This design comes from an exercise in tuning for small area and a short achievable clock period on the open sky130 flow, not from production work.
RTL that was checked went through simulation tests only; none was proved equivalent to the original.
No functional check of the RTL was part of run 2.

==> flow/design.v, too long to show whole: its modules and the start of the top module <==
// module layer_blend: 1493 lines
// module lb_rows_and_n: 244 lines
// module lb_rows_mux_p: 244 lines
// module lb_rows_mux_n: 244 lines
// module lb_fa: 4 lines
// module lb_ha: 4 lines
// module lb_han: 4 lines
// module lb_mx: 3 lines
// module lb_and2: 3 lines
// module lb_or2: 3 lines
// module lb_maj: 3 lines
// module lb_a21oi: 3 lines
// module lb_o21ai: 3 lines
// module lb_nand2: 3 lines
// module lb_nor2: 3 lines
// module lb_inv: 3 lines
// module lb_xor2: 3 lines
// module lb_xnor2: 3 lines
// module lb_nd: 3 lines
module layer_blend #(
    parameter logic [23:0] BG_RGB    = 24'h000000,
    parameter logic        SYNC_IDLE = 1'b1
) (
    input  logic        clk,
    input  logic        rst,
    input  logic [31:0] color_rgba_top,
    input  logic [31:0] color_rgba_mid,
    input  logic [31:0] color_rgba_bot,
    input  logic        bright_in,
    input  logic        hsync_in,
    input  logic        vsync_in,
    output logic [23:0] rgb_out,
    output logic        bright_out,
    output logic        hsync_out,
    output logic        vsync_out
);
  // ...
==> flow/flow/run.sh <==
#!/bin/bash
set -euo pipefail
extra=()
if [[ -f flow/make.args ]]; then
  while IFS= read -r line; do [[ -n "$line" ]] && extra+=("$line"); done < flow/make.args
fi
bash standard.sh SYNTH_CANONICALIZE_TCL="$PWD/flow/leafmap.tcl" "${extra[@]}" finish > make.log 2>&1
==> flow/flow/leafmap.tcl <==
# Replace the design's leaf modules (full adders, inverted mux bits) by their cells.
techmap -map [file dirname [info script]]/leafmap.v
hierarchy -check -top $::env(DESIGN_NAME)
==> flow/flow/leafmap.v <==
// Map the design's leaf modules one-to-one onto sky130hd cells.
module lb_fa (input wire a, input wire b, input wire c, output wire s, output wire co);
    sky130_fd_sc_hd__fa_1 _TECHMAP_REPLACE_ (.A(a), .B(b), .CIN(c), .SUM(s), .COUT(co));
endmodule

module lb_ha (input wire a, input wire b, output wire s, output wire co);
    sky130_fd_sc_hd__ha_1 _TECHMAP_REPLACE_ (.A(a), .B(b), .SUM(s), .COUT(co));
endmodule

module lb_han (input wire a, input wire b, output wire s, output wire co);
    sky130_fd_sc_hd__xnor2_1 x (.A(a), .B(b), .Y(s));
    sky130_fd_sc_hd__or2_1 o (.A(a), .B(b), .X(co));
endmodule

module lb_mx (input wire sn, input wire f, input wire s, input wire b, output wire y);
    sky130_fd_sc_hd__o22ai_1 _TECHMAP_REPLACE_ (.A1(sn), .A2(f), .B1(s), .B2(b), .Y(y));
endmodule

module lb_nd (input wire a, input wire b, output wire y);
    sky130_fd_sc_hd__nand2_1 _TECHMAP_REPLACE_ (.A(a), .B(b), .Y(y));
endmodule

module lb_a21oi (input wire a1, input wire a2, input wire b1, output wire y);
    sky130_fd_sc_hd__a21oi_1 _TECHMAP_REPLACE_ (.A1(a1), .A2(a2), .B1(b1), .Y(y));
endmodule

module lb_o21ai (input wire a1, input wire a2, input wire b1, output wire y);
    sky130_fd_sc_hd__o21ai_0 _TECHMAP_REPLACE_ (.A1(a1), .A2(a2), .B1(b1), .Y(y));
endmodule

module lb_nand2 (input wire a, input wire b, output wire y);
    sky130_fd_sc_hd__nand2_1 _TECHMAP_REPLACE_ (.A(a), .B(b), .Y(y));
endmodule

module lb_nor2 (input wire a, input wire b, output wire y);
    sky130_fd_sc_hd__nor2_1 _TECHMAP_REPLACE_ (.A(a), .B(b), .Y(y));
endmodule

module lb_inv (input wire a, output wire y);
    sky130_fd_sc_hd__inv_1 _TECHMAP_REPLACE_ (.A(a), .Y(y));
endmodule

module lb_xor2 (input wire a, input wire b, output wire y);
    sky130_fd_sc_hd__xor2_1 _TECHMAP_REPLACE_ (.A(a), .B(b), .X(y));
endmodule

module lb_xnor2 (input wire a, input wire b, output wire y);
    sky130_fd_sc_hd__xnor2_1 _TECHMAP_REPLACE_ (.A(a), .B(b), .Y(y));
endmodule

module lb_maj (input wire a, input wire b, input wire c, output wire y);
    sky130_fd_sc_hd__maj3_1 _TECHMAP_REPLACE_ (.A(a), .B(b), .C(c), .X(y));
endmodule

module lb_and2 (input wire a, input wire b, output wire y);
    sky130_fd_sc_hd__and2_1 _TECHMAP_REPLACE_ (.A(a), .B(b), .X(y));
endmodule

module lb_or2 (input wire a, input wire b, output wire y);
    sky130_fd_sc_hd__or2_1 _TECHMAP_REPLACE_ (.A(a), .B(b), .X(y));
endmodule
==> flow/flow/make.args <==
BUFFER_PORTS_ARGS=-buffer_cell sky130_fd_sc_hd__buf_1
==> flow/standard.sh <==
#!/bin/bash
# synth_recipe.tcl (not shown) runs the flow's synth.tcl, then flattens the netlist and writes it again
# the make line also repeats each setting of config.mk as NAME=value (left out here)
make -C /OpenROAD-flow-scripts/flow DESIGN_CONFIG=/design/flow/config.mk WORK_HOME=/design/flow/orfs CLKGATE_MAP_FILE= SYNTH_SCRIPT=/design/flow/synth_recipe.tcl "${@:-finish}"
==> flow/config.mk <==
export PLATFORM = sky130hd
export DESIGN_NAME = layer_blend
export DESIGN_NICKNAME = layer_blend
export VERILOG_FILES = /design/flow/design.v
export SDC_FILE = /design/flow/constraint.sdc
export NUM_CORES = 4
export LEC_CHECK = 0
export CAP_MARGIN = 20
export CORE_MARGIN = 2
export CORE_UTILIZATION = 60
export CTS_BUF_LIST = sky130_fd_sc_hd__clkbuf_8
export CTS_CLUSTER_DIAMETER = 60
export CTS_CLUSTER_SIZE = 20
export SETUP_SLACK_MARGIN = 4.1
export SLEW_MARGIN = 20
==> flow/constraint.sdc <==
create_clock -name core_clock -period 8.0 [get_ports {clk}]
set_input_delay 1.6000 -clock core_clock [delete_from_list [all_inputs] [get_ports {clk}]]
set_output_delay 1.6000 -clock core_clock [all_outputs]
set_load 0.01 [all_outputs]
==> impl_metrics.tcl, run 1 <==
set metrics [dict create \
    num-fill-cells 2838 \
    path_cells "inv_1 > o22ai_1 > fa_1 > fa_1 > fa_1 > fa_1" \
    rsz0062_at_grt "yes" \
    critPathRequiredTime_ns 8.51 \
    end_kind "flop" \
    yosysWarnings 1 \
    drive_gt1_frac 0.08833 \
    fin_crit_ns 3.859 \
    antenna_found_initial 0 \
    timing.final.crit_share 0.4824 \
    finalWorstSetupSlack_ns 4.141 \
    largestRegisters "top_d1_r: 32 flops, top_d2_r: 32 flops, mid_rgb_n_r: 24 flops" \
    outcome "complete, no violations" \
    wl_met1_um 22990 \
    root_buffer "clkbuf_8" \
    stdcell_count 2861 \
    grt_pass1_vias 18748 \
    num_tap_cells 461 \
    synth_compound_area_frac 0.1815 \
    post_dp_cell_area_mm2 0.02274 \
    grt_pass1_wl_um 94190 \
    first_pass_iters 6 \
    max_freq_ghz 0.2591 \
    ys_seq_area_frac 0.2572 \
    cts_max_path_buffers 3 \
    synth_area_leaders "fa_1 35%, dfxtp_1 26%, o22ai_1 11%, nand2_1 5.4%, xor2_1 3.9%" \
    grt-busiest-layer "met2" \
    synth-edff-count 0 \
    first_iter_violations 2057 \
    hold_buffers 0 \
    cp_top_family "adder cells" \
    wl_um 58250 \
    use_met3 0.04480 \
]
==> run 2: changes to the inputs <==
--- a/flow/design.v
+++ b/flow/design.v
@@ -14,20 +14,22 @@
     output logic        bright_out,
     output logic        hsync_out,
     output logic        vsync_out
 );
     logic [23:0] s1_hx_n_r, s1_hy_n_r;    
     logic [14:0] s1_k_n_r;
     logic [23:0] mid_rgb_n_r;             
     logic [7:0]  mid_a_r;
+    logic [7:0]  mid_a_n_r;               
     logic [31:0] top_d1_r;
     logic [23:0] s2_hx_r, s2_hy_r;        
     logic [14:0] s2_k_r;
     logic [31:0] top_d2_r;
+    logic [7:0]  top_a_n_d2_r;            
     logic [23:0] s3_hx_n_r, s3_hy_n_r;    
     logic [14:0] s3_k_n_r;
     logic [1:0]  bright_sr_r;
     logic [1:0]  hsync_sr_r;
     logic [1:0]  vsync_sr_r;
     logic [23:0] hx1_n, hy1_n, hx2, hy2, hx3_n, hy3_n;
     logic [14:0] k1_n, k2, k3_n;       
     logic [23:0] c1_n, c2;
@@ -1443,34 +1445,36 @@
                 lb_rows_and_n u_b1 (.f(color_rgba_bot[8*ch+15:8*ch+8]), .a(color_rgba_bot[7:0]),
                                .hx(hx1_n[8*ch+7:8*ch]), .hy(hy1_n[8*ch+7:8*ch]), .k(k1_n[5*ch+4:5*ch]));
             end else begin : g_colour
                 lb_rows_mux_n u_b1 (.f(color_rgba_bot[8*ch+15:8*ch+8]), .b(BG_RGB[8*ch+7:8*ch]),
                                .a(color_rgba_bot[7:0]), .an(~color_rgba_bot[7:0]),
                                .hx(hx1_n[8*ch+7:8*ch]), .hy(hy1_n[8*ch+7:8*ch]), .k(k1_n[5*ch+4:5*ch]));
             end
             lb_rows_mux_p u_b2 (.f(mid_rgb_n_r[8*ch+7:8*ch]), .b(c1_n[8*ch+7:8*ch]),
-                           .a(mid_a_r), .an(~mid_a_r),
+                           .a(mid_a_r), .an(mid_a_n_r),
                            .hx(hx2[8*ch+7:8*ch]), .hy(hy2[8*ch+7:8*ch]), .k(k2[5*ch+4:5*ch]));
             lb_rows_mux_n u_b3 (.f(top_d2_r[8*ch+15:8*ch+8]), .b(c2[8*ch+7:8*ch]),
-                           .a(top_d2_r[7:0]), .an(~top_d2_r[7:0]),
+                           .a(top_d2_r[7:0]), .an(top_a_n_d2_r),
                            .hx(hx3_n[8*ch+7:8*ch]), .hy(hy3_n[8*ch+7:8*ch]), .k(k3_n[5*ch+4:5*ch]));
         end
     endgenerate
     always_ff @(posedge clk) begin
         s1_hx_n_r   <= hx1_n;
         s1_hy_n_r   <= hy1_n;
         s1_k_n_r    <= k1_n;
         mid_rgb_n_r <= ~color_rgba_mid[31:8];
         mid_a_r     <= color_rgba_mid[7:0];
+        mid_a_n_r   <= ~color_rgba_mid[7:0];
         top_d1_r    <= color_rgba_top;
         s2_hx_r     <= hx2;
         s2_hy_r     <= hy2;
         s2_k_r      <= k2;
         top_d2_r    <= top_d1_r;
+        top_a_n_d2_r <= ~top_d1_r[7:0];
     end
     always_ff @(posedge clk) begin
         s3_hx_n_r <= hx3_n;
         s3_hy_n_r <= hy3_n;
         s3_k_n_r  <= k3_n;
     end
     assign rgb_out = bright_out ? rgb_s : 24'h000000;
     always_ff @(posedge clk) begin
--- a/flow/config.mk
+++ b/flow/config.mk
@@ -6,10 +6,10 @@
 export NUM_CORES = 4
 export LEC_CHECK = 0
 export CAP_MARGIN = 20
 export CORE_MARGIN = 2
 export CORE_UTILIZATION = 60
 export CTS_BUF_LIST = sky130_fd_sc_hd__clkbuf_8
 export CTS_CLUSTER_DIAMETER = 60
 export CTS_CLUSTER_SIZE = 20
-export SETUP_SLACK_MARGIN = 4.1
+export SETUP_SLACK_MARGIN = 4.0
 export SLEW_MARGIN = 20
==> impl_metrics.tcl, run 2 <==
set metrics [dict create \
    critPathRequiredTime_ns 8.50 \
    wl_per_cell_um 19.78 \
    viasPerCell 6.282 \
    synth.distinct_cells 27 \
    die_area_mm2 0.03790 \
    grt_pass1_vias 18561 \
    dp.cells 2772 \
    grt_pass1_wl_um 91660 \
    area_growth_pct 10.76 \
    r2r_slack_ns 4.13 \
    holdPathEnd "top_d2_r[19]" \
    root_buffer "clkbuf_8" \
    drv_slew 0 \
    cts_max_path_buffers 3 \
    stdcell_count 2848 \
    syn_area_mm2 0.02182 \
    max_freq_ghz 0.2584 \
    end_kind "flop" \
    initial_core_util 0.6119 \
    cts.clk_slew.worst_paths_ns 0.11 \
    worstReg2RegStart "s2_k_r[9]" \
    cpMostUsedCell "fa_1" \
    skew_ns 0.02898 \
    async_flop_share 0 \
    worstMarginPinSlew_ns 1.171 \
    wl_um 56340 \
    worst_path_max_delay_cell "fa_1" \
    worstSkewPairLatency_ns 0.62 \
    outcome "complete, no violations" \
    synth_top_cell_by_area "fa_1" \
    synth_area_leaders "fa_1 35%, dfxtp_1 27%, o22ai_1 11%, nand2_1 5.3%, xor2_1 3.9%" \
    postSynthCellCount 2166 \
    largestRegisters "top_d1_r: 32 flops, top_d2_r: 32 flops, mid_rgb_n_r: 24 flops" \
    cts_buffers 26 \
    rows 69 \
    coreArea_mm2 0.03566 \
    nets 2869 \
    hold_path.class "flop to flop" \
    rsz0062_at_grt "yes" \
    reg2reg_depth 13 \
    ios 128 \
    final_common_cell "o22ai_1" \
    path_cells "and2_1 > a21oi_1 > o21ai_2 > inv_1 > o21ai_0 > xor2_2 > o22ai_1 > xnor2_1 > fa_1 > fa_1 > a222oi_1 > a22oi_1 > maj3_1" \
    syn_area_per_cell_um2 10.07 \
    relSlewSlack 0.2184 \
    first_pass_iters 7 \
    ys.flop_type "dfxtp_1" \
    max-cap-violations 0 \
    track_usage 0.2990 \
    first_iter_violations 1704 \
    min_from "top_d1_r[19]" \
    syn-num-nets 2666 \
    fin_crit_ns 3.870 \
    holdPathStages 0 \
    grt_overflow 0 \
    max_stage_delay_ns 0.47 \
    yosysWarnings 1 \
    antenna_found_initial 0 \
    path_max_fanout 7 \
    dieHeight_um 194.7 \
    final-setup-viol-count 0 \
    drive_gt1_frac 0.06703 \
    cts_tree "built" \
    fp.dieW_um 194.7 \
    ys_seq_area_frac 0.2680 \
    timing.rr.end "s3_k_n_r[7]" \
    most-common-layout-cells "389 x o22ai_1, 378 x fa_1, 309 x nand2_1" \
    synth_top_cell_area_share 0.3469 \
    antennaDiodeCount 0 \
    num_vias 17891 \
    antenna_left 0 \
    crit_arrival_ns 4.37 \
    grt_max_degree 26 \
    timing.final.crit_share 0.4837 \
    crit_type "flop to flop" \
    htreeDepth 1 \
    ys_seq_elements 292 \
    dp_hpwl_um 41960 \
    synth.most_common_cell "o22ai_1" \
    drc 0 \
    fin_tns_setup_ns 0 \
    synth-edff-count 0 \
    yosys-top-cells-count "389 x o22ai_1, 378 x fa_1, 309 x nand2_1" \
    numPortBuffers 127 \
    final_hold_viol_count 0 \
    numClockSinks 292 \
    cp-start-kind "flop" \
    globalplace.congestion 0.9404 \
]
## run 2: metrics by stage
| step | hold slack [ns] | util | instance area, um^2 | worst slack [ns] |
|---|---|---|---|---|
| after floorplan | 0.3096 | - | 21820 | 4.209 |
| after global placement | 0.3104 | 0.6454 | 23010 | 3.320 |
| after detailed placement | 0.3121 | 0.6454 | 23010 | 3.310 |
| after CTS | 0.3345 | 0.6667 | 23770 | 4.010 |
| after global routing | 0.3461 | 0.6777 | 24160 | 3.953 |
| final | 0.3297 | 0.6777 | 24160 | 4.130 |
## run 2: cells by family (layout without fill, tap and decap cells)
logic type | after synthesis | after routing | share of synthesized area
buf+inv | 93 | 314 | 0.01600
simple gates | 555 | 555 | 0.1062
compound gates | 650 | 650 | 0.1791
xor+xnor | 168 | 168 | 0.06745
flops | 292 | 292 | 0.2680
fa+ha+maj | 408 | 408 | 0.3633
## run 2: final cells by class
| type | count | area [um^2] |
|---|---|---|
| clock buffer | 27 | 371.6 |
| clock inverter | 19 | 217.7 |
| fill | 2900 | 11490 |
| inverter | 91 | 341.6 |
| multi-input combinational | 1781 | 15940 |
| sequential | 292 | 5846 |
| tap | 461 | 576.8 |
| timing repair buffer | 177 | 867.1 |
## run 2: worst max-delay path, delay by kind of cell (launching register included)
kind / cells / cell delay [ns]
adder cells (fa/ha/maj): 3 / 1.30
AO/OA/AOI/OAI: 6 / 1.23
buffers and inverters: 1 / 0.11
XOR/XNOR: 2 / 0.65
AND/OR/NAND/NOR: 1 / 0.12
flip-flops: 1 / 0.34
## run 2: worst max path at each step
stage	start	depth (start not counted)	slack [ns]	end
6_report	s2_k_r[9]	13	4.13	s3_k_n_r[7]
5_1_grt	s1_hy_n_r[0]	11	3.95	s2_hy_r[0]
4_1_cts	s2_k_r[9]	13	4.01	s3_k_n_r[7]
3_5_place_dp	color_rgba_bot[7]	7	3.31	s1_k_n_r[7]
3_3_place_gp	color_rgba_bot[2]	6	3.32	s1_hy_n_r[17]
2_1_floorplan	s2_k_r[14]	13	4.21	s3_k_n_r[12]
## run 2: metal layers
metal / part of all wire / routed length, um / up-vias / track usage
met5: 0 / 0 / - / 0
met4: 0.044 / 2488 / 0 / 0.1382
met3: 0.086 / 4856 / 236 / 0.04459
met2: 0.48 / 26880 / 1055 / 0.5023
met1: 0.39 / 22120 / 8605 / 0.3850
li1: - / - / 7995 / -
## run 2: timing repair
item                                    4_1_cts  5_1_grt
setup buffers                                 2       28
hold buffers                                  0        0
cloned                                        0        0
pin swaps                                     0        8
resized for setup                            32       31
endpoints found under the setup margin       83       77

## static timing again, ports no longer ideal
Ports are ideal in the flow. The routed layouts listed here were re-timed in OpenROAD.
Step 1 assumes that a clkbuf_16 drives the clock port and a buf_2 every other input.
Step 2, shift: input delay + t, output delay - t, t = (earliest + latest rising clock arrival at the registers) / 2. This alone moves slack from input paths to output paths.
Slacks: ideal ports / drivers / drivers and shift; pairs: ideal ports / drivers.
| run | t, ns | slack for setup (ns) | latest minus earliest clock arrival (ns) | pins driven straight from the clock port |
|---|---|---|---|---|
| run 1 | 0.660 | 4.141 / 4.141 / 3.684 | 0.034 / 0.034 | 1 |
| run 2 | 0.655 | 4.130 / 4.127 / 3.701 | 0.029 / 0.029 | 1 |
After both steps setup and hold are still met in every run listed. The setup slack of run 1, which loses most, moves by 0.000 ns with the drivers and by -0.457 ns with both steps.
